What follows belongs to an exercise in optimizing a design on an open flow for small area; a production flow would make more cautious choices. Only simulation tests tie the RTL to the original design; equivalence was not proved. Power and IR drop assume default switching activity.

==> pepper: inputs <==
Design mc_pi_top, start of the top module:
module mc_pi_top (
  input  logic        clk,
  input  logic        rst_n,
  input  logic        run,
  output logic [7:0]  vga,
  output logic [31:0] tally
);
  logic [9:0]  hc, vc;
  logic [19:0] q;
  logic        p, in_sq, in_circ, mon;
  logic [17:0] mark;
  vga_timing u_timing (.clk(clk), .rst_n(rst_n), .hc(hc), .vc(vc));
  point_sampler u_sampler (.clk(clk), .rst_n(rst_n), .run(run), .q(q), .p(p));
  hit_classifier u_classifier (.q(q), .in_sq(in_sq), .in_circ(in_circ));
  hit_tally u_tally (
    .clk     (clk),
    .rst_n   (rst_n),
    .p       (p),
    .in_sq   (in_sq),
    .in_circ (in_circ),
    .pt      ({q[18:10], q[8:0]}),
    .tally   (tally),
    .mark    (mark),
    .mon     (mon)
  );
  board_renderer u_renderer (
    .clk   (clk),
    .rst_n (rst_n),
    .hc    (hc),
    .vc    (vc),
    .mark  (mark),
    .mon   (mon),
    .vga   (vga)
  );
endmodule
==> flow/config.mk <==
export PLATFORM = sky130hd
export DESIGN_NAME = mc_pi_top
export DESIGN_NICKNAME = mc_pi_top
export VERILOG_FILES = /design/flow/design.v
export SDC_FILE = /design/flow/constraint.sdc
export NUM_CORES = 4
export LEC_CHECK = 0
export CAP_MARGIN = 20
export CORE_MARGIN = 2
export CORE_UTILIZATION = 40
export SLEW_MARGIN = 20
==> flow/constraint.sdc <==
create_clock -name core_clock -period 10.0 [get_ports {clk}]
set_input_delay 2.0000 -clock core_clock [delete_from_list [all_inputs] [get_ports {clk}]]
set_output_delay 2.0000 -clock core_clock [all_outputs]
set_load 0.01 [all_outputs]
standard.sh (not shown) runs the stock make flow with config.mk's settings and CLKGATE_MAP_FILE= SYNTH_SCRIPT=/design/flow/synth_recipe.tcl, a recipe that flattens the netlist after the stock synthesis.
==> flow/flow/run.sh <==
#!/bin/bash
# Layout flow: the standard synthesis, then an area-driven remapping of its
# combinational logic (registers, their names and cell types untouched),
# then the standard layout steps with the smallest buffer on the ports.
set -euo pipefail
WORK=$PWD
R=$WORK/orfs/results/$FLOW_PLATFORM/mc_pi_top/base
LIB=$FLOW_HOME/platforms/$FLOW_PLATFORM/lib/sky130_fd_sc_hd__tt_025C_1v80.lib
YOSYS=yosys
[ -x "$FLOW_HOME/../tools/install/yosys/bin/yosys" ] && YOSYS=$FLOW_HOME/../tools/install/yosys/bin/yosys

# 1. standard synthesis
bash standard.sh synth > $WORK/flow_synth.log 2>&1

# 2. remap the combinational cells for area
cp $R/1_2_yosys.v $WORK/synth_std.v
cat > $WORK/reopt.ys <<YS
read_liberty -ignore_miss_func $LIB
read_verilog $WORK/synth_std.v
hierarchy -top $FLOW_TOP
setattr -mod -set keep_hierarchy 1 sky130_fd_sc_hd__df* sky130_fd_sc_hd__edf* sky130_fd_sc_hd__sdf* sky130_fd_sc_hd__dl* sky130_fd_sc_hd__fa_*
flatten
opt_clean -purge
abc -liberty $LIB -dont_use *lpflow* -dont_use *probe* -script $WORK/flow/reopt.abc
opt_clean -purge
hilomap -singleton -hicell sky130_fd_sc_hd__conb_1 HI -locell sky130_fd_sc_hd__conb_1 LO
insbuf -buf sky130_fd_sc_hd__buf_4 A X
opt_clean -purge
select $FLOW_TOP
tee -o $WORK/reopt_stat.txt stat -liberty $LIB
write_verilog -noattr -selected $WORK/synth_reopt.v
YS
ok=0
if $YOSYS -q -l $WORK/reopt_yosys.log $WORK/reopt.ys > /dev/null 2>&1; then
  # keep the remap only if every register survived and logic is still there
  n0=$(grep -c 'sky130_fd_sc_hd__\(e\)\?dfxtp' $WORK/synth_std.v || true)
  n1=$(grep -c 'sky130_fd_sc_hd__\(e\)\?dfxtp' $WORK/synth_reopt.v || true)
  c1=$(grep -c '^ *sky130_fd_sc_hd__' $WORK/synth_reopt.v || true)
  if [ "$n0" = "$n1" ] && [ "$c1" -gt $((n1 + 50)) ] && ! grep -q "ERROR\|cmd error" $WORK/reopt_yosys.log; then
    ok=1
  fi
fi
echo "remap used: $ok" > $WORK/reopt_result.txt
if [ $ok = 1 ]; then
  cp $WORK/synth_reopt.v $R/1_2_yosys.v
  rm -f $R/1_synth.odb $R/1_synth.sdc
fi

# 3. the standard layout, ports buffered with the smallest buffer
export BUFFER_PORTS_ARGS="-buffer_cell sky130_fd_sc_hd__buf_1"
bash standard.sh finish > $WORK/flow_layout.log 2>&1
==> flow/flow/reopt.abc <==
strash
dc2
dch -f
map -a
topo
strash
dc2
dch -f
map -a
topo
strash
dc2
dch -f
amap
topo
==> tundra: changes against pepper <==
==> flow/run.sh (new file) <==
#!/bin/bash
# synth_recipe.tcl (not shown) runs the flow's synth.tcl, then flattens the netlist and writes it again
# the make line also repeats each setting of config.mk as NAME=value (left out here)
make -C /OpenROAD-flow-scripts/flow DESIGN_CONFIG=/design/flow/config.mk WORK_HOME=/design/flow/orfs CLKGATE_MAP_FILE= SYNTH_SCRIPT=/design/flow/synth_recipe.tcl finish
removed: flow/flow/run.sh
removed: flow/flow/reopt.abc
removed: flow/standard.sh
==> qor summary <==
|  | pepper | tundra |
|---|---|---|
| Worst Hold Margin | 0.4410 ns | 0.4317 ns |
| Clock buffers and inverters, area share | 0.04634 | 0.03807 |
| Number of cell rows | 45 | 48 |
| PwrDens | 155.8 nW/um^2 | 134.7 nW/um^2 |
| Final instance area | 6615 um^2 | 7789 um^2 |
| Pin count of the biggest net entering global routing | 31 | 93 |
| Data arrival time at the worst-slack endpoint | 9.07 ns | 8.96 ns |
| Vertical die dimension | 128.0 um | 136.8 um |
| Status | no timing/DRC/antenna violations | no timing/DRC/antenna violations |
| Starting Density | 0.4077 | 0.4090 |
| Area of the core | 15090 um^2 | 17240 um^2 |
| Highest clock rate | 113.8 MHz | 114.8 MHz |
| Layout cells sized above 1 | 0.02612 | 0.06016 |
| Combinational group share of total power | 0.178 | 0.172 |
| Met3 routed wirelength | 715 um | 751 um |
| Worst supply voltage drop on vdd | 0.08142 mV | 0.1105 mV |
| Drt initial violations | 534 | 368 |
| Seq group | 0.485 mW | 0.510 mW |
| Data required time at the worst endpoint | 10.28 ns | 10.25 ns |
| Sequential group share of total power | 0.470 | 0.486 |
| Sequential cell area share | 0.3601 | 0.3060 |
| Post-Synthesis Cell Area | 6152 um^2 | 7049 um^2 |

-- re-timing with driven ports --
How much do the figures lean on ideal ports? The routed layouts below were timed once more, with nothing changed but the port constraints.
Step 1 sets driving cells, clkbuf_16 on the clock port and buf_2 on the other inputs (assumed; they add their load-dependent delay and slew).
Step 2 times the ports against the registers' clock, not the clock port: input delays grow and output delays shrink by t, the midpoint of the rising clock arrivals with the driver on.
a / b / c = no drivers / after step 1 / after step 2; a / b = the first two.
| run | shift t [ns] | slack for setup (ns) | hold slack, ns | clock arrival spread, ns | cell pins on the clock port's net |
|---|---|---|---|---|---|
| pepper | 0.393 | 1.212 / 1.212 / 1.212 | 0.441 / 0.441 / 0.441 | 0.009 / 0.009 | 1 |
| tundra | 0.394 | 1.291 / 1.291 / 1.291 | 0.432 / 0.432 / 0.432 | 0.012 / 0.012 | 1 |
After both steps setup and hold are still met in every run listed.
